This design comes from an exercise in tuning for small area on the open sky130 flow, not from production work. Only simulation tests tie the RTL to the original design; equivalence was not proved. Power and IR drop assume default switching activity.

<file path="flow/run.sh">
#!/bin/bash
# synth_recipe.tcl (not shown) runs the flow's synth.tcl, then flattens the netlist and writes it again
# the make line also repeats each setting of config.mk as NAME=value (left out here)
make -C /OpenROAD-flow-scripts/flow DESIGN_CONFIG=/design/flow/config.mk WORK_HOME=/design/flow/orfs CLKGATE_MAP_FILE= SYNTH_SCRIPT=/design/flow/synth_recipe.tcl finish
</file>
<file path="flow/config.mk">
export PLATFORM = sky130hd
export DESIGN_NAME = active_list
export DESIGN_NICKNAME = active_list
export VERILOG_FILES = /design/flow/design.v
export SDC_FILE = /design/flow/constraint.sdc
export NUM_CORES = 4
export LEC_CHECK = 0
export CAP_MARGIN = 20
export CORE_MARGIN = 2
export CORE_UTILIZATION = 40
export CTS_BUF_LIST = sky130_fd_sc_hd__clkbuf_4
export CTS_CLUSTER_SIZE = 30
export SLEW_MARGIN = 20
</file>
<file path="flow/constraint.sdc">
create_clock -name core_clock -period 7.5 [get_ports {clk}]
set_input_delay 1.5000 -clock core_clock [delete_from_list [all_inputs] [get_ports {clk}]]
set_output_delay 1.5000 -clock core_clock [all_outputs]
set_load 0.01 [all_outputs]
</file>
<file path="flow/design.v">
`timescale 1ns/10ps
package active_list_pkg;
  typedef logic [$clog2(32)-1:0] al_index_t;
  typedef logic [$clog2(8)-1:0] dq_index_t;  
  typedef logic [6-1:0] reg_addr_t;  
  typedef logic [32-1:0] data_t;  
  typedef struct packed {
    reg_addr_t logical;   
    reg_addr_t physical;  
  } map_pair_t;
  typedef struct packed {
    al_index_t tag;   
    data_t     data;
  } wb_result_t;
  typedef struct packed {
    reg_addr_t physical;  
    data_t     data;      
  } commit_t;
endpackage
`timescale 1ns/10ps
module slot_encoder #(
  parameter int NUM_SLOTS = 8
) (
  input  logic [NUM_SLOTS-1:0] slot_busy,
  output logic [NUM_SLOTS-1:0] free_onehot,
  output logic                 all_busy
);
  logic [NUM_SLOTS:0] below_busy;  
  always_comb begin
    below_busy[0] = 1'b1;
    for (int i = 0; i < NUM_SLOTS; i++) begin
      free_onehot[i]  = below_busy[i] && !slot_busy[i];
      below_busy[i+1] = below_busy[i] && slot_busy[i];
    end
  end
  assign all_busy = &slot_busy;
endmodule
`timescale 1ns/10ps
module result_queue (
  input  logic                       clk,
  input  logic                       rst_n,
  input  logic                       wb_write,     
  input  active_list_pkg::wb_result_t wb_result,   
  input  active_list_pkg::al_index_t head,         
  input  logic                       retire,       
  input  logic                       queue_clear,  
  output logic                       head_done,    
  output active_list_pkg::data_t     commit_data,  
  output logic                       queue_full
);
  localparam int TW = $clog2(32);
  logic [32-1:0] slot_data [8];  
  logic [TW-1:0]          slot_tag  [8];  
  logic [8-1:0]   slot_busy;              
  logic [8-1:0]   free_onehot;
  logic [8-1:0]   hit;                    
  slot_encoder #(
    .NUM_SLOTS (8)
  ) u_slot_encoder (
    .slot_busy   (slot_busy),
    .free_onehot (free_onehot),
    .all_busy    (queue_full)
  );
  always_comb begin
    for (int i = 0; i < 8; i++) begin
      hit[i] = slot_busy[i] && (slot_tag[i] == head);
    end
  end
  assign head_done = |hit;
  always_comb begin
    commit_data = '0;
    for (int i = 0; i < 8; i++) begin
      commit_data = commit_data | ({32{hit[i]}} & slot_data[i]);
    end
  end
  always_ff @(posedge clk or negedge rst_n) begin
    if (!rst_n) begin
      slot_busy <= '0;
    end else if (queue_clear) begin
      slot_busy <= '0;  
    end else begin
      for (int i = 0; i < 8; i++) begin
        if (wb_write && free_onehot[i]) begin
          slot_busy[i] <= 1'b1;
        end else if (retire && hit[i]) begin
          slot_busy[i] <= 1'b0;
        end
      end
    end
  end
  always_ff @(posedge clk) begin
    for (int i = 0; i < 8; i++) begin
      if (wb_write && free_onehot[i]) begin
        slot_data[i] <= wb_result.data;
        slot_tag[i]  <= wb_result.tag;
      end
    end
  end
endmodule
`timescale 1ns/10ps
module mapping_table (
  input  logic                        clk,
  input  logic                        rst_n,
  input  logic                        add_mapping,   
  input  active_list_pkg::map_pair_t  alloc_pair,
  input  logic                        wb_valid,      
  input  logic                        head_done,     
  input  active_list_pkg::data_t      commit_data,   
  input  logic                        commit_ack,    
  input  logic                        flush,
  input  logic                        queue_full,
  output active_list_pkg::al_index_t  alloc_tag,
  output active_list_pkg::al_index_t  head_tag,
  output logic                        wb_write,
  output logic                        retire,
  output logic                        queue_clear,
  output logic                        commit_valid,
  output active_list_pkg::commit_t    commit,
  output logic                        restore_valid,
  output active_list_pkg::map_pair_t  restore_pair,
  output logic                        flush_busy
);
  localparam int AW = $clog2(32);
  localparam int PW = 2 * 6;
  logic [PW-1:0] pair_mem [32];  
  logic [PW-1:0] pair_rot [32];  
  logic [AW:0]   head;                  
  logic [AW:0]   tail;                  
  logic          walking;
  logic          alloc_accept;
  logic          walk_step;
  logic          list_empty;
  logic [PW-1:0] head_pair;
  assign flush_busy = walking;
  assign list_empty = (head == tail);
  assign alloc_accept = add_mapping && !walking;
  assign wb_write     = wb_valid && !walking && !queue_full;
  assign queue_clear  = flush && !walking;
  assign alloc_tag = tail[AW-1:0];
  assign head_tag  = head[AW-1:0];
  assign commit_valid = !list_empty && !walking && head_done;
  assign head_pair    = pair_mem[head[AW-1:0]];
  assign commit       = {head_pair[6-1:0], commit_data};
  assign retire       = commit_ack && commit_valid;
  always_comb begin
    for (int i = 0; i < 32; i++) begin
      pair_rot[i] = pair_mem[(i + 32 - 1) % 32];
    end
  end
  assign walk_step     = walking && !list_empty;
  assign restore_valid = walk_step;
  assign restore_pair  = pair_rot[tail[AW-1:0]];
  always_ff @(posedge clk or negedge rst_n) begin
    if (!rst_n) begin
      head    <= '0;
      tail    <= '0;
      walking <= 1'b0;
    end else begin
      if (retire) begin
        head <= head + 1'b1;
      end
      if (walk_step) begin
        tail <= tail - 1'b1;
      end else if (alloc_accept) begin
        tail <= tail + 1'b1;
      end
      if (!walking) begin
        walking <= flush;
      end else if (list_empty) begin
        walking <= 1'b0;
      end
    end
  end
  always_ff @(posedge clk) begin
    if (alloc_accept) begin
      pair_mem[tail[AW-1:0]] <= alloc_pair;
    end
  end
endmodule
`timescale 1ns/10ps
module active_list (
  input  logic        clk,
  input  logic        rst_n,
  input  logic        add_mapping,    
  input  logic [11:0] alloc_pair,     
  output logic [4:0]  alloc_tag,      
  input  logic        wb_valid,
  input  logic [36:0] wb_result,      
  input  logic        commit_ack,     
  input  logic        flush,
  output logic        commit_valid,
  output logic [37:0] commit,         
  output logic        restore_valid,  
  output logic [11:0] restore_pair,   
  output logic        flush_busy,
  output logic        dq_full         
);
  logic                        wb_write;
  logic                        retire;
  logic                        queue_clear;
  logic                        head_done;
  active_list_pkg::al_index_t  head_tag;
  active_list_pkg::data_t      commit_data;
  active_list_pkg::wb_result_t wb_res;
  assign wb_res = active_list_pkg::wb_result_t'(wb_result);
  mapping_table u_mapping_table (
    .clk           (clk),
    .rst_n         (rst_n),
    .add_mapping   (add_mapping),
    .alloc_pair    (active_list_pkg::map_pair_t'(alloc_pair)),
    .wb_valid      (wb_valid),
    .head_done     (head_done),
    .commit_data   (commit_data),
    .commit_ack    (commit_ack),
    .flush         (flush),
    .queue_full    (dq_full),
    .alloc_tag     (alloc_tag),
    .head_tag      (head_tag),
    .wb_write      (wb_write),
    .retire        (retire),
    .queue_clear   (queue_clear),
    .commit_valid  (commit_valid),
    .commit        (commit),
    .restore_valid (restore_valid),
    .restore_pair  (restore_pair),
    .flush_busy    (flush_busy)
  );
  result_queue u_result_queue (
    .clk         (clk),
    .rst_n       (rst_n),
    .wb_write    (wb_write),
    .wb_result   (wb_res),
    .head        (head_tag),
    .retire      (retire),
    .queue_clear (queue_clear),
    .head_done   (head_done),
    .commit_data (commit_data),
    .queue_full  (dq_full)
  );
endmodule
</file>
==> results of run 1 <==
[layout by cell type, fill, tap and decap left out, types with 7 or more instances in the layout]
cell,instances
mux4_2,61
mux2i_1,9
a32oi_1,7
nand3_1,54
nand2_1,57
nand3b_1,8
nor3_1,15
dfrtp_1,18
a222oi_1,8
a22oi_1,197
xor2_1,37
diode_2,7
clkinv_1,25
nor4_1,15
xnor2_1,19
edfxtp_1,680
nor2_1,56
mux2_2,13
nor2b_1,9
buf_2,8
clkdlybuf4s50_1,105
buf_4,74
a221oi_1,34
nand4_1,18
a21oi_1,26
nor3_2,29
clkbuf_4,257
a22o_1,38
o21ai_0,19
[power by group]
part	leakage [uW]	switching (uW)	internal [uW]
registers	0.00638	211	4400
clock network	0.00134	1580	1660
logic	0.00295	1420	934
total	0.0107	3210	7000
[layout make-up]
| type | count | area, sq um |
|---|---|---|
| Antenna cell | 7 | 17.52 |
| Clock buffer | 257 | 1929 |
| Clock inverter | 47 | 331.6 |
| Fill cell | 5918 | 36020 |
| Inverter | 5 | 18.77 |
| Multi-Input combinational cell | 825 | 6820 |
| Sequential cell | 701 | 20950 |
| Tap cell | 931 | 1165 |
| Timing Repair Buffer | 189 | 1689 |
[cell families after synthesis]
family	count (synthesis)
flops	701
mux	84
compound gates	362
buf+inv	111
simple gates	317
fa+ha+maj	6
xor+xnor	56
[flip-flops by register name, indices dropped and copies added, names as in the netlist]
| register | count |
|---|---|
| u_mapping_table.head | 6 |
| u_mapping_table.pair_mem | 384 |
| u_mapping_table.tail | 6 |
| u_mapping_table.walking | 1 |
| u_result_queue.slot_busy | 8 |
| u_result_queue.slot_data | 256 |
| u_result_queue.slot_tag | 40 |
[worst paths after layout]
check	start	endpoint	slack, ns	cells past startpoint
worst min register to register	u_mapping_table.head[5]$_DFFE_PN0N_	u_mapping_table.head[5]$_DFFE_PN0N_	0.50	1
worst min-delay path	rst_n	u_result_queue.slot_busy[0]$_DFFE_PN0P_	0.49	1
min in group core_clock	u_mapping_table.head[5]$_DFFE_PN0N_	u_mapping_table.head[5]$_DFFE_PN0N_	0.50	1
worst max register to register	u_mapping_table.tail[4]$_DFFE_PN0P_	u_mapping_table.pair_mem[0][1]$_DFFE_PP_	3.64	5
max in group asynchronous	rst_n	u_mapping_table.head[0]$_DFFE_PN0N_	6.55	1
worst max-delay path	u_mapping_table.tail[2]$_DFFE_PN0P_	restore_pair[9]	0.77	9
[metal layers]
| layer | vias up | routed length [microns] | share of wire [%] |
|---|---|---|---|
| met5 | - | 36 | 0.040 |
| met4 | 6 | 3914 | 4.4 |
| met3 | 287 | 11690 | 13 |
| met2 | 1454 | 39860 | 45 |
| met1 | 9192 | 34030 | 38 |
| li1 | 7414 | - | - |
[through the flow]
stage,cells,util [%]
6_report,2962,47.75
5_1_grt,2962,47.75
3_3_place_gp,2648,44.42
3_5_place_dp,2648,44.40
2_1_floorplan,1637,-
4_1_cts,2952,47.68
==> run_results.csv, run 1 <==
group,metric,value,unit
flow_run,max-cap-violations,0,
timing,maxSlewViolCount,0,
critical_path,worstPathCellList,"buf_4 -> or3_1 -> nor2_1 -> buf_4 -> a22oi_1 -> nand4_1 -> a2111oi_0 -> a21oi_1 -> clkdlybuf4s50_1",
floorplanning,core_area,68950,sq um
clocking,cts.sinks,701,
floorplanning,rows,96,
global_routing,grt_first_pass_wirelength,125600,microns
critical_path,required,6.00,ns
global_routing,grt_pass1_vias,17825,
floorplanning,dieArea,72120,sq um
synth,synthArstFlopShare,2.996,%
routing,antenna_left,0,
critical_path,cp.arrival,5.23,ns
floorplanning,pin_count,114,
routing,drc_errors,0,
critical_path,slowest_stage,"dfrtp_1",
global_routing,use_met2,36.47,%
floorplanning,die_h,268.6,microns
global_routing,gr-usage-met1,33.13,%
critical_path,worstSetupPathType,"flop to output pin",
placed_design,dp_slack,2.017,ns
synth,yosys.area_share.simple,5.640,%
synth,synth-edff-count,680,
routing,drtIter0Drc,3132,
timing,layout_min_cycle_time,6.726,ns
critical_path,path_delay_family,"buffers and inverters",
floorplanning,dieWidth,268.6,microns
clocking,root_buffer,"clkbuf_4",
global_routing,overflow,0,
timing,finalCritPeriodShare,89.68,%
critical_path,critPathBufInv,3,
timing,setup_tns,0,ns
clocking,clock_latency,1.02,ns
placed_design,place_area,30610,sq um
synth,yosys_warnings,6,
clocking,cts_resized,0,
global_routing,grtUsageMet3,8.374,%
synth,synth_common_cells,"edfxtp_1, a22oi_1, clkbuf_1, nor2_1, mux4_2",
cells_and_area,nets,1957,
timing,fin_worst_skew,0.05555,ns
cells_and_area,area_delta_synth_final,17.60,%
synth,synth_fp_nets,1698,
critical_path,path_common_cell,"buf_4",
timing,hold_viol,0,
synth,synth_area_leaders,"edfxtp_1, a22oi_1, mux4_2",
critical_path,max_stage_delay,0.97,ns
synth,synth_adder_area_share,0.2950,%
clocking,hold_buffers,0,
run_status,status,"timing/DRC/antenna clean",
floorplanning,initial_utilization,40.61,%
clocking,cts_tree,"yes",
timing,hold_ws,0.4912,ns
timing,rsz0062_at_grt,"no",
synth,synth_xor_area_share,1.752,%
routing,viasPerCell,6.196,
placed_design,place_congestion,1.007,
synth,synth_area_leader_cell,"edfxtp_1",
synth,synth_top_area_share,72.94,%
synth,synthCells,1637,
cells_and_area,fin_area,32920,sq um
timing,max_freq,0.1487,GHz
critical_path,setup.worst_path.start_class,"flop",
synth,synth.mux.area_fraction,5.806,%
synth,synth_area,28000,sq um
placed_design,dp_hpwl,55050,microns
routing,vias,18353,
timing,worst_pin_slew,1.171,ns
placed_design,portBuffers,113,
global_routing,grt_max_degree,58,
synth,ys_types,61,
synth,synthFlopType,"edfxtp_1",
clocking,post_cts_buffers,0,
power_and_ir_drop,powerDensity,310.2,nW/um^2
cells_and_area,layout-drive-gt1-share,24.90,%
power_and_ir_drop,ir_drop,0.2114,mV
synth,ys_seq_area_share,74.82,%
hold_path,hold_class,"primary input to async pin",
critical_path,cp-end-kind,"output pin",
global_routing,top_usage_layer,"met2",
clocking,cts_buffers,174,
critical_path,crit_path_max_fanout,21,
clocking,clkSlewWorstSetupHoldPaths,0.07,ns
timing,setup_viol,0,
power_and_ir_drop,leakage,0.01067,uW
global_routing,antenna_found_initial,8,
synth,ys_seq_elements,701,
timing,setup_slack,0.7740,ns
routing,drtPass1Iterations,7,
synth,synth.most_common_cell,"edfxtp_1",
power_and_ir_drop,p_total,10210,uW
clocking,clockBufferDepth,3,
routing,wl,89540,microns
synth,synth-compound-area-share,9.837,%
clocking,htree_levels,4,
global_routing,grt_usage,24.72,%
routing,post_drt_wl_per_cell,30.23,microns
synth,synth_area_per_cell,17.10,sq um
timing,relSlewSlack,21.30,%
synth,synth_top_family_by_area,"compound AO/OA/AOI/OAI gates",
==> inputs of run 2 (changes only) <==
--- a/flow/config.mk
+++ b/flow/config.mk
@@ -8,6 +8,4 @@
 export CAP_MARGIN = 20
 export CORE_MARGIN = 2
 export CORE_UTILIZATION = 40
-export CTS_BUF_LIST = sky130_fd_sc_hd__clkbuf_4
-export CTS_CLUSTER_SIZE = 30
 export SLEW_MARGIN = 20
==> run 2 against run 1 <==
Net effect:
- maximum frequency grew 5.5%
- clock skew shrank 0.022 ns
- via count decreased by 4.4%
- utilization is 0.14 points higher
==> run_results.csv, run 2 <==
group,metric,value,unit
floorplanning,core_area,68950,sq um
critical_path,max_stage_delay,1.00,ns
clocking,root_buffer,"clkbuf_16",
synth,ys_types,61,
global_routing,grt_pass1_vias,17023,
clocking,cts_tree,"yes",
cells_and_area,final_cell_mix,"edfxtp_1, a22oi_1, clkdlybuf4s50_1",
clocking,post_cts_buffers,0,
placed_design,place_congestion,1.007,
global_routing,grtUsageMet3,7.781,%
cells_and_area,fin_area,33020,sq um
floorplanning,dieArea,72120,sq um
timing,worst_pin_slew,1.219,ns
floorplanning,rows,96,
timing,fin_worst_skew,0.03311,ns
floorplanning,dieWidth,268.6,microns
routing,drtIter0Drc,3093,
cells_and_area,layout-drive-gt1-share,17.59,%
routing,drc_errors,0,
clocking,htree_levels,3,
critical_path,worstPathCellList,"buf_4 -> or3_1 -> nor2_1 -> buf_4 -> a22oi_1 -> nand4_1 -> a2111oi_0 -> a21oi_1 -> clkdlybuf4s50_1",
routing,antenna_left,0,
routing,drtPass1Iterations,6,
routing,post_drt_wl_per_cell,31.74,microns
critical_path,crit_path_max_fanout,21,
timing,relSlewSlack,18.46,%
critical_path,cp-end-kind,"output pin",
timing,setup_viol,0,
clocking,clock_latency,0.64,ns
synth,synthCells,1637,
cells_and_area,largest_register_ffs,384,
cells_and_area,final_common_cell,"edfxtp_1",
synth,ys_seq_area_share,74.82,%
synth,synth_top_area_share,72.94,%
global_routing,grt_max_degree,58,
synth,yosys_warnings,6,
power_and_ir_drop,powerDensity,320.4,nW/um^2
synth,synth_area_leader_cell,"edfxtp_1",
synth,synth-edff-count,680,
routing,vias,17546,
floorplanning,die_h,268.6,microns
synth,ys_seq_elements,701,
timing,finalCritPeriodShare,85.03,%
clocking,cts_resized,0,
floorplanning,pin_count,114,
synth,synthFlopType,"edfxtp_1",
global_routing,use_met2,36.03,%
routing,viasPerCell,6.296,
global_routing,antenna_found_initial,8,
timing,hold_viol,0,
timing,max_freq,0.1568,GHz
timing,rsz0062_at_grt,"no",
synth,synth_fp_nets,1698,
critical_path,setup.worst_path.start_class,"flop",
clocking,clockBufferDepth,3,
timing,setup_tns,0,ns
critical_path,cp.arrival,4.88,ns
critical_path,required,6.00,ns
placed_design,portBuffers,113,
hold_path,hold_class,"flop to flop",
cells_and_area,area_delta_synth_final,17.95,%
clocking,cts.sinks,701,
critical_path,path_common_cell,"buf_4",
clocking,clkSlewWorstSetupHoldPaths,0.06,ns
synth,synthArstFlopShare,2.996,%
synth,synth_area_per_cell,17.10,sq um
floorplanning,initial_utilization,40.61,%
flow_run,max-cap-violations,0,
placed_design,place_area,30610,sq um
power_and_ir_drop,ir_drop,0.2264,mV
cells_and_area,nets,1858,
global_routing,overflow,0,
clocking,cts_buffers,75,
routing,wl,88460,microns
global_routing,grt_usage,24.41,%
run_status,status,"timing/DRC/antenna clean",
cells_and_area,finish.utilization,47.89,%
power_and_ir_drop,leakage,0.01049,uW
synth,synth_area_leaders,"edfxtp_1, a22oi_1, mux4_2",
timing,maxSlewViolCount,0,
timing,layout_min_cycle_time,6.377,ns
synth,synth_area,28000,sq um
placed_design,dp_hpwl,55050,microns
global_routing,top_usage_layer,"met2",
critical_path,slowest_stage,"dfrtp_1",
clocking,hold_buffers,0,
global_routing,grt_first_pass_wirelength,124400,microns
synth,synth_common_cells,"edfxtp_1, a22oi_1, clkbuf_1, nor2_1, mux4_2",
synth,synth.most_common_cell,"edfxtp_1",
critical_path,worstSetupPathType,"flop to output pin",
global_routing,gr-usage-met1,33.29,%
run 2: changes by cell type in the layout (fill, tap and decap cells not counted), moves of 4 or more:
cell,change
diode_2,-4
clkbuf_16,+77
clkinv_1,-7
clkbuf_4,-257
inv_6,-4
clkbuf_1,+15
clkinv_2,+4
run 2: logic make-up after synthesis:
family	synth area share, %
XOR/XNOR	1.752
AND/OR/NAND/NOR	5.640
buffers and inverters	1.855
multiplexers	5.806
AO/OA/AOI/OAI	9.837
flip-flops	74.82
adder cells (fa/ha/maj)	0.2950
run 2: final cells by class:
cell class / count / area, sq um
fillers: 5796 / 35930
flip-flops and latches: 701 / 20950
multi-input cells: 825 / 6820
clock buffers: 92 / 1983
repair buffers: 189 / 1680
well taps: 931 / 1165
clock inverters: 41 / 394.1
inverters: 5 / 18.77
diodes: 3 / 7.507
run 2: path summary, 6_finish.rpt:
| path | start | endpoint | slack [ns] | cells after the start |
|---|---|---|---|---|
| hold / removal | u_mapping_table.head[5]$_DFFE_PN0N_ | u_mapping_table.head[5]$_DFFE_PN0N_ | 0.50 | 1 |
| max in group asynchronous | rst_n | u_mapping_table.head[0]$_DFFE_PN0N_ | 6.15 | 1 |
| setup reg to reg | u_mapping_table.tail[2]$_DFFE_PN0P_ | u_mapping_table.pair_mem[0][3]$_DFFE_PP_ | 3.59 | 4 |
| setup / recovery | u_mapping_table.tail[2]$_DFFE_PN0P_ | restore_pair[9] | 1.12 | 9 |
| min in group asynchronous | rst_n | u_mapping_table.head[5]$_DFFE_PN0N_ | 0.89 | 1 |
| hold reg to reg | u_mapping_table.head[5]$_DFFE_PN0N_ | u_mapping_table.head[5]$_DFFE_PN0N_ | 0.50 | 1 |
run 2: layer usage:
metal | vias to the layer above | share of wire (%)
met5 | - | 0.041
met4 | 6 | 4.9
met3 | 281 | 13
met2 | 1306 | 44
met1 | 8847 | 38
li1 | 7106 | -
run 2: through the flow:
stage                     total power [uW]  std cells  hold slack [ns]  setup slack, ns
after detailed placement              6969       2648           0.4837            2.017
after global routing                 10900       2787           0.5200            1.113
after floorplan                       5916       1637           0.4607            1.863
after CTS                            10560       2781           0.4953            1.352
final                                10580       2787           0.4959            1.123
after global placement                6955       2648           0.4822            2.077
run 2: worst max-delay path: cells and delay by family (launching register included):
kind            cells  cell delay, ns
buf+inv             3            1.27
compound gates      3            1.22
flops               1            1.00
simple gates        3            0.74
run 2: where the power goes:
part           switching (uW)  internal [uW]  leakage, uW
Combinational            1420            933      0.00295
Clock                    1540           2070      0.00116
Sequential                213           4410      0.00638
Total                    3170           7410       0.0105
==> inputs of run 3 (changes only) <==
--- a/flow/design.v
+++ b/flow/design.v
@@ -123,14 +123,15 @@
   localparam int AW = $clog2(32);
   localparam int PW = 2 * 6;
   logic [PW-1:0] pair_mem [32];  
-  logic [PW-1:0] pair_rot [32];  
+  logic [AW-1:0] rd_index;              
+  logic [32-1:0] rd_sel;         
+  logic [PW-1:0] rd_pair;
   logic [AW:0]   head;                  
   logic [AW:0]   tail;                  
   logic          walking;
   logic          alloc_accept;
   logic          walk_step;
   logic          list_empty;
-  logic [PW-1:0] head_pair;
   assign flush_busy = walking;
   assign list_empty = (head == tail);
   assign alloc_accept = add_mapping && !walking;
@@ -139,17 +140,19 @@
   assign alloc_tag = tail[AW-1:0];
   assign head_tag  = head[AW-1:0];
   assign commit_valid = !list_empty && !walking && head_done;
-  assign head_pair    = pair_mem[head[AW-1:0]];
-  assign commit       = {head_pair[6-1:0], commit_data};
+  assign rd_index = walking ? (tail[AW-1:0] - 1'b1) : head[AW-1:0];
+  always_comb begin
+    rd_pair = '0;
+    for (int i = 0; i < 32; i++) begin
+      rd_sel[i] = (rd_index == AW'(i));
+      rd_pair   = rd_pair | ({PW{rd_sel[i]}} & pair_mem[i]);
+    end
+  end
+  assign restore_pair = rd_pair;
+  assign commit       = {rd_pair[6-1:0], commit_data};
   assign retire       = commit_ack && commit_valid;
-  always_comb begin
-    for (int i = 0; i < 32; i++) begin
-      pair_rot[i] = pair_mem[(i + 32 - 1) % 32];
-    end
-  end
   assign walk_step     = walking && !list_empty;
   assign restore_valid = walk_step;
-  assign restore_pair  = pair_rot[tail[AW-1:0]];
   always_ff @(posedge clk or negedge rst_n) begin
     if (!rst_n) begin
       head    <= '0;
==> run 3 against run 2 <==
Net effect:
- still clean
- worst setup slack worse by 0.10 ns
- first-iteration DRC count down 50%
- synthesized cell count down 0.61%
- maximum frequency down 1.6%
- clock power up 5%
- critical path depth up 2
- worst hold slack worse by 0.0057 ns
- register-to-register slack better by 0.28 ns
- clock skew down 0.013 ns
- wire length down 22%
- largest cell class unchanged
- largest power group unchanged
==> run_results.csv, run 3 <==
group,metric,value,unit
placed_design,portBuffers,113,
synth,synth-compound-area-share,12.16,%
cells_and_area,nets,1828,
synth,synth_common_cells,"edfxtp_1, a22oi_1, a221oi_1, nor2_1, nand3_1",
critical_path,cp.arrival,4.98,ns
global_routing,grt_pass1_vias,15312,
cells_and_area,final_common_cell,"edfxtp_1",
cells_and_area,area_delta_synth_final,17.99,%
timing,hold_viol,0,
clocking,root_buffer,"clkbuf_16",
floorplanning,die_h,264.3,microns
synth,synth_area_leaders,"edfxtp_1, a221oi_1, a22oi_1",
routing,viasPerCell,5.769,
clocking,cts_tree,"yes",
critical_path,setup.worst_path.start_class,"flop",
power_and_ir_drop,powerDensity,377.2,nW/um^2
critical_path,required,6.00,ns
synth,synth-edff-count,680,
routing,vias,15577,
global_routing,grt_max_degree,42,
synth,synthCells,1627,
cells_and_area,finish.utilization,47.63,%
routing,antenna_left,0,
clocking,cts_resized,0,
routing,post_drt_wl_per_cell,25.45,microns
synth,synth_area_leader_cell,"edfxtp_1",
timing,max_freq,0.1543,GHz
cells_and_area,layout-drive-gt1-share,13.10,%
clocking,post_cts_buffers,0,
critical_path,crit_path_max_fanout,14,
synth,synth_xor_area_share,1.939,%
timing,layout_min_cycle_time,6.482,ns
clocking,cts.sinks,701,
clocking,clkSlewWorstSetupHoldPaths,0.06,ns
synth,synth_area,27110,sq um
floorplanning,core_area,67160,sq um
cells_and_area,largest_register_ffs,384,
timing,setup_viol,0,
cells_and_area,final_cell_mix,"edfxtp_1, clkdlybuf4s50_1, a22oi_1",
floorplanning,rows,95,
synth,synth_fp_nets,1693,
synth,synthArstFlopShare,2.996,%
timing,relSlewSlack,29.20,%
timing,rsz0062_at_grt,"no",
placed_design,place_congestion,0.8351,
global_routing,grt_usage,19.38,%
global_routing,antenna_found_initial,5,
synth,synth.most_common_cell,"edfxtp_1",
synth,synth_adder_area_share,0.5354,%
floorplanning,dieWidth,264.3,microns
timing,setup_tns,0,ns
synth,ys_seq_area_share,77.26,%
placed_design,dp_hpwl,40180,microns
flow_run,max-cap-violations,0,
cells_and_area,fillCellCount,5571,
clocking,clock_latency,0.62,ns
routing,wl,68710,microns
floorplanning,dieArea,69870,sq um
clocking,hold_buffers,0,
routing,drtPass1Iterations,7,
synth,synth_top_family_by_area,"compound AO/OA/AOI/OAI gates",
critical_path,worstSetupPathType,"flop to output pin",
power_and_ir_drop,ir_drop,0.2586,mV
global_routing,overflow,0,
synth,synth_top_area_share,75.33,%
routing,drc_errors,0,
floorplanning,initial_utilization,40.37,%
timing,hold_ws,0.4902,ns
synth,ys_seq_elements,701,
synth,synthFlopType,"edfxtp_1",
clocking,htree_levels,3,
critical_path,cp-end-kind,"output pin",
power_and_ir_drop,leakage,0.01028,uW
floorplanning,pin_count,114,
routing,drtIter0Drc,1560,
hold_path,hold_class,"flop to flop",
cells_and_area,final_cells,2700,
timing,worst_pin_slew,1.058,ns
clocking,clockBufferDepth,3,
synth,yosys_warnings,5,
placed_design,placedCellCount,2558,
synth,synth.mux.area_fraction,0.5631,%
synth,yosys.area_share.simple,5.299,%
run_status,status,"timing/DRC/antenna clean",
clocking,cts_buffers,75,
synth,ys_types,57,
global_routing,grt_first_pass_wirelength,100900,microns
timing,maxSlewViolCount,0,
synth,synth_area_per_cell,16.66,sq um
timing,fin_worst_skew,0.02040,ns
timing,finalCritPeriodShare,86.43,%
==> run 3: metrics by stage <==
step / total power, uW / worst slack [ns] / instance area, sq um
floorplan: 6790 / 2.430 / 27110
global placement: 8290 / 1.677 / 29360
detailed placement: 8345 / 1.562 / 29420
CTS: 12120 / 0.8882 / 31980
global route: 12540 / 0.6044 / 31980
finish: 12060 / 1.018 / 31980
==> run 3: report_power, final <==
part | switching [uW] | internal, uW | leakage, uW | total, uW
clock | 1560 | 2230 | 0.00124 | 3790
combinational | 2350 | 1400 | 0.00265 | 3750
sequential | 132 | 4390 | 0.00638 | 4520
==> run 3: cell type report <==
class | instances | area, sq um | area share [%]
Inverter | 12 | 45.04 | 0.1408
Antenna cell | 2 | 5.005 | 0.01565
Tap cell | 873 | 1092 | 3.415
Clock buffer | 85 | 1936 | 6.052
Multi-Input combinational cell | 796 | 5742 | 17.95
Sequential cell | 701 | 20950 | 65.49
Timing Repair Buffer | 176 | 1602 | 5.007
Clock inverter | 55 | 618.1 | 1.932
==> run 3: final timing paths <==
check	depth (start not counted)	slack, ns	from	end
setup / recovery	11	1.02	u_mapping_table.tail[0]$_DFFE_PN0P_	restore_pair[4]
hold / removal	1	0.49	u_mapping_table.tail[5]$_DFFE_PN0P_	u_mapping_table.tail[5]$_DFFE_PN0P_
setup reg to reg	6	3.87	u_mapping_table.head[2]$_DFFE_PN0P_	u_mapping_table.head[1]$_DFFE_PN0P_
hold reg to reg	1	0.49	u_mapping_table.tail[5]$_DFFE_PN0P_	u_mapping_table.tail[5]$_DFFE_PN0P_
max in group asynchronous	1	6.25	rst_n	u_mapping_table.tail[0]$_DFFE_PN0P_
min in group asynchronous	1	0.87	rst_n	u_result_queue.slot_busy[2]$_DFFE_PN0P_
==> run 3: kinds of logic (layout without fill, tap and decap cells) <==
family / after synthesis / after routing
multiplexers: 15 / 15
buffers and inverters: 130 / 328
adder cells (fa/ha/maj): 11 / 11
AND/OR/NAND/NOR: 294 / 294
AO/OA/AOI/OAI: 416 / 416
XOR/XNOR: 60 / 60
flip-flops: 701 / 701
other: 0 / 2
==> run 3: worst max-delay path, cell delays in order (launching register included) <==
cell and delay, ns:
dfrtp_1 0.56, inv_1 0.43, ha_1 0.30, nor3b_1 0.40
xnor2_1 0.20, a21oi_2 0.59, buf_4 0.33, mux2i_1 0.19
o21ai_0 0.11, a2111oi_2 0.49, nand4_1 0.20, clkdlybuf4s50_1 0.54
==> run 3: routing by layer <==
layer | GRT usage (%) | vias to the layer above | part of all wire [%]
met2 | 31.15 | 548 | 48
li1 | - | 6908 | -
met1 | 26.41 | 8001 | 42
met4 | 6.127 | 2 | 2.3
met5 | 0 | - | 0.023
met3 | 4.227 | 118 | 7.5
==> inputs of run 4 (changes only) <==
==> flow/flow/run.sh (new file) <==
#!/bin/bash
# Own flow: the standard layout (standard.sh, unchanged synthesis and
# floorplan), with two knobs of the layout steps changed:
#  - port buffers use the smallest buffer, sky130_fd_sc_hd__buf_1
#  - clock tree synthesis inserts no dummy loads and builds from small
#    clock buffers
# Every tool's output goes to the ORFS step logs under orfs/logs/ and the
# whole make output to standard.log in this folder.
set -euo pipefail
export BUFFER_PORTS_ARGS="-buffer_cell sky130_fd_sc_hd__buf_1"
export CTS_ARGS="-sink_clustering_enable -repair_clock_nets -dont_use_dummy_load -buf_list {sky130_fd_sc_hd__clkbuf_4 sky130_fd_sc_hd__clkbuf_8}"
bash standard.sh > standard.log 2>&1
==> flow/standard.sh (new file) <==
#!/bin/bash
# synth_recipe.tcl (not shown) runs the flow's synth.tcl, then flattens the netlist and writes it again
# the make line also repeats each setting of config.mk as NAME=value (left out here)
make -C /OpenROAD-flow-scripts/flow DESIGN_CONFIG=/design/flow/config.mk WORK_HOME=/design/flow/orfs CLKGATE_MAP_FILE= SYNTH_SCRIPT=/design/flow/synth_recipe.tcl "${@:-finish}"
removed: flow/run.sh
==> run 4 against run 3 <==
Net effect:
- still clean on timing, DRC and antenna
- synthesized cell count did not move
- cell area fell by 5.8%
- register-to-register slack improved by 0.31 ns
- clock power fell by 33%
- global-route usage fell by 0.23 points
- total power fell by 13%
- flip-flop and latch count did not move
- largest power group unchanged
==> run_results.csv, run 4 <==
group,metric,value,unit
clocking,cts_resized,0,
timing,setup_tns,0,ns
synth,synth.most_common_cell,"edfxtp_1",
cells_and_area,largest_register_ffs,384,
critical_path,cp.arrival,4.79,ns
routing,vias,15653,
routing,top_layer,"met5",
synth,synth_area_per_cell,16.66,sq um
clocking,hold_buffers,0,
timing,worst_pin_slew,1.111,ns
routing,wl,68020,microns
flow_run,max-cap-violations,0,
clocking,clkSlewWorstSetupHoldPaths,0.05,ns
routing,viasPerCell,5.896,
clocking,clockBufferDepth,3,
critical_path,worstSetupPathType,"flop to output pin",
timing,finalCritPeriodShare,83.90,%
clocking,root_buffer,"clkbuf_8",
floorplanning,dieWidth,264.3,microns
global_routing,overflow,0,
synth,ys_types,57,
synth,synth_area_leaders,"edfxtp_1, a221oi_1, a22oi_1",
placed_design,dp_hpwl,39420,microns
critical_path,setup.worst_path.start_class,"flop",
floorplanning,rows,95,
hold_path,hold_class,"flop to flop",
power_and_ir_drop,powerDensity,349.4,nW/um^2
cells_and_area,layout-drive-gt1-share,12.55,%
synth,synthCells,1627,
clocking,clock_latency,0.71,ns
cells_and_area,area_delta_synth_final,11.17,%
global_routing,grt_usage,19.15,%
synth,ys_seq_area_share,77.26,%
routing,met1_length,28570,microns
routing,drtIter0Drc,1715,
clocking,cts_tree,"yes",
cells_and_area,fin_area,30140,sq um
floorplanning,die_h,264.3,microns
timing,fin_worst_skew,0.09159,ns
cells_and_area,final_cell_mix,"edfxtp_1, clkbuf_8, buf_1",
cells_and_area,nets,1845,
cells_and_area,finish.utilization,44.88,%
floorplanning,pin_count,114,
timing,max_freq,0.1589,GHz
synth,synth-edff-count,680,
routing,wl_met2,32440,microns
routing,drtPass1Iterations,6,
cells_and_area,final_common_cell,"edfxtp_1",
timing,hold_viol,0,
clocking,cts_buffers,109,
floorplanning,core_area,67160,sq um
placed_design,place_congestion,0.8602,
synth,yosys_warnings,5,
timing,setup_viol,0,
routing,post_drt_wl_per_cell,25.62,microns
clocking,htree_levels,3,
timing,maxSlewViolCount,0,
global_routing,grt_max_degree,61,
synth,ys_seq_elements,701,
timing,layout_min_cycle_time,6.292,ns
critical_path,crit_path_max_fanout,35,
synth,synth_fp_nets,1693,
synth,synthFlopType,"edfxtp_1",
synth,synth_area_leader_cell,"edfxtp_1",
routing,drc_errors,0,
routing,antenna_left,0,
synth,synthArstFlopShare,2.996,%
global_routing,antenna_found_initial,5,
placed_design,portBuffers,113,
cells_and_area,fillCellCount,5772,
timing,relSlewSlack,25.93,%
placed_design,place_area,28590,sq um
critical_path,cp-end-kind,"output pin",
critical_path,required,6.00,ns
timing,rsz0062_at_grt,"no",
global_routing,grt_pass1_vias,15653,
clocking,post_cts_buffers,0,
routing,wl_met3,5118,microns
global_routing,grt_first_pass_wirelength,100100,microns
power_and_ir_drop,ir_drop,0.1858,mV
synth,synth_common_cells,"edfxtp_1, a22oi_1, a221oi_1, nor2_1, nand3_1",
run_status,status,"timing/DRC/antenna clean",
floorplanning,dieArea,69870,sq um
synth,synth_top_area_share,75.33,%
floorplanning,initial_utilization,40.37,%
synth,synth_area,27110,sq um
power_and_ir_drop,leakage,0.009463,uW
clocking,cts.sinks,701,
==> run 4: cell count changes in the layout (fill, tap and decap cells not counted), sizes merged <==
| cell | delta |
|---|---|
| buf | +85 |
| inv | -5 |
| diode | +3 |
| clkinv | -34 |
| clkbuf | +33 |
| bufinv | -10 |
| clkinvlp | -6 |
| clkdlybuf4s50 | -111 |
==> run 4: path summary, 6_finish.rpt <==
path	from	endpoint	slack, ns	depth (start not counted)
worst max-delay path	u_mapping_table.tail[0]$_DFFE_PN0P_	commit[34]	1.21	11
min in group asynchronous	rst_n	u_mapping_table.tail[1]$_DFFE_PN0P_	0.84	2
worst max register to register	u_mapping_table.head[0]$_DFFE_PN0P_	u_mapping_table.tail[5]$_DFFE_PN0P_	4.18	12
max in group asynchronous	rst_n	u_mapping_table.tail[3]$_DFFE_PN0P_	6.38	2
worst min register to register	u_mapping_table.tail[5]$_DFFE_PN0P_	u_mapping_table.tail[5]$_DFFE_PN0P_	0.49	1
worst min-delay path	u_mapping_table.tail[5]$_DFFE_PN0P_	u_mapping_table.tail[5]$_DFFE_PN0P_	0.49	1
==> run 4: cell families after synthesis <==
| group | count (synthesis) | synth area share, % |
|---|---|---|
| flip-flops | 701 | 77.26 |
| AND/OR/NAND/NOR | 294 | 5.299 |
| multiplexers | 15 | 0.5631 |
| XOR/XNOR | 60 | 1.939 |
| AO/OA/AOI/OAI | 416 | 12.16 |
| buffers and inverters | 130 | 2.239 |
| adder cells (fa/ha/maj) | 11 | 0.5354 |
==> run 4: report_power, final <==
part / switching (uW) / internal [uW] / leakage (uW) / total (uW)
Clock: 1280 / 1270 / 0.000784 / 2550
Combinational: 2370 / 1070 / 0.00230 / 3450
Sequential: 139 / 4400 / 0.00638 / 4540
==> run 4: metrics by stage <==
stage	instances	hold slack (ns)	worst slack [ns]	total power, uW
2_1_floorplan	1627	0.4607	2.430	6790
3_3_place_gp	2538	0.4797	1.994	7972
3_5_place_dp	2540	0.4826	1.857	8004
4_1_cts	2649	0.4923	1.167	10540
5_1_grt	2652	0.5244	0.8692	10960
6_report	2655	0.4907	1.208	10530
==> run 4: cell type report <==
type / instances / area, sq um / area share (%)
Clock buffer: 109 / 1500 / 4.978
Inverter: 12 / 45.04 / 0.1495
Tap cell: 873 / 1092 / 3.624
Timing Repair Buffer: 159 / 779.5 / 2.586
Antenna cell: 5 / 12.51 / 0.04152
Sequential cell: 701 / 20950 / 69.50
Multi-Input combinational cell: 796 / 5763 / 19.12
==> run 4: routing by layer <==
layer	vias up	global-route usage [%]
met4	2	6.726
met5	-	0
met3	134	3.985
met1	8023	25.96
li1	6862	-
met2	632	30.78
==> run 4: critical path, stage by stage (launching register included) <==
cell and delay [ns]:
dfrtp_1 0.56, inv_1 0.43, ha_1 0.29, nor3b_1 0.36, xnor2_1 0.23, a21o_1 0.91, nor3_1 0.11, buf_4 0.23
a22o_1 0.18, nor4_1 0.39, nand3_1 0.27, buf_1 0.19

-- separate check: timing with driven ports --
The results above use ideal ports. As a check the final layouts listed here were re-extracted and re-timed, cells and wires unchanged.
Step 1 (the two cells are an assumption about what drives the block):
set clk [get_ports {clk}]
set_driving_cell -lib_cell sky130_fd_sc_hd__clkbuf_16 $clk
set_driving_cell -lib_cell sky130_fd_sc_hd__buf_2 [delete_from_list [all_inputs] $clk]
Step 2 also shifts input and output timing later by t, the mid clock arrival at the registers, as if the neighbouring blocks saw the same clock.
a / b / c = ideal / step 1 / step 2; a / b = the first two.
run | t, ns | setup WS [ns] | worst hold slack (ns) | worst setup path after step 2 | worst slew at a driven data input, ns
run 1 | 1.055 | 0.774 / 0.722 / 1.777 | 0.491 / 0.473 / 0.495 | register to output | 0.12
run 2 | 0.678 | 1.123 / 1.062 / 1.740 | 0.496 / 0.496 / 0.496 | register to output | 0.12
run 3 | 0.673 | 1.018 / 0.956 / 1.628 | 0.490 / 0.490 / 0.490 | register to output | 0.08
run 4 | 0.715 | 1.208 / 1.149 / 1.864 | 0.491 / 0.491 / 0.491 | register to output | 0.09
After both steps setup and hold are still met in every run listed.
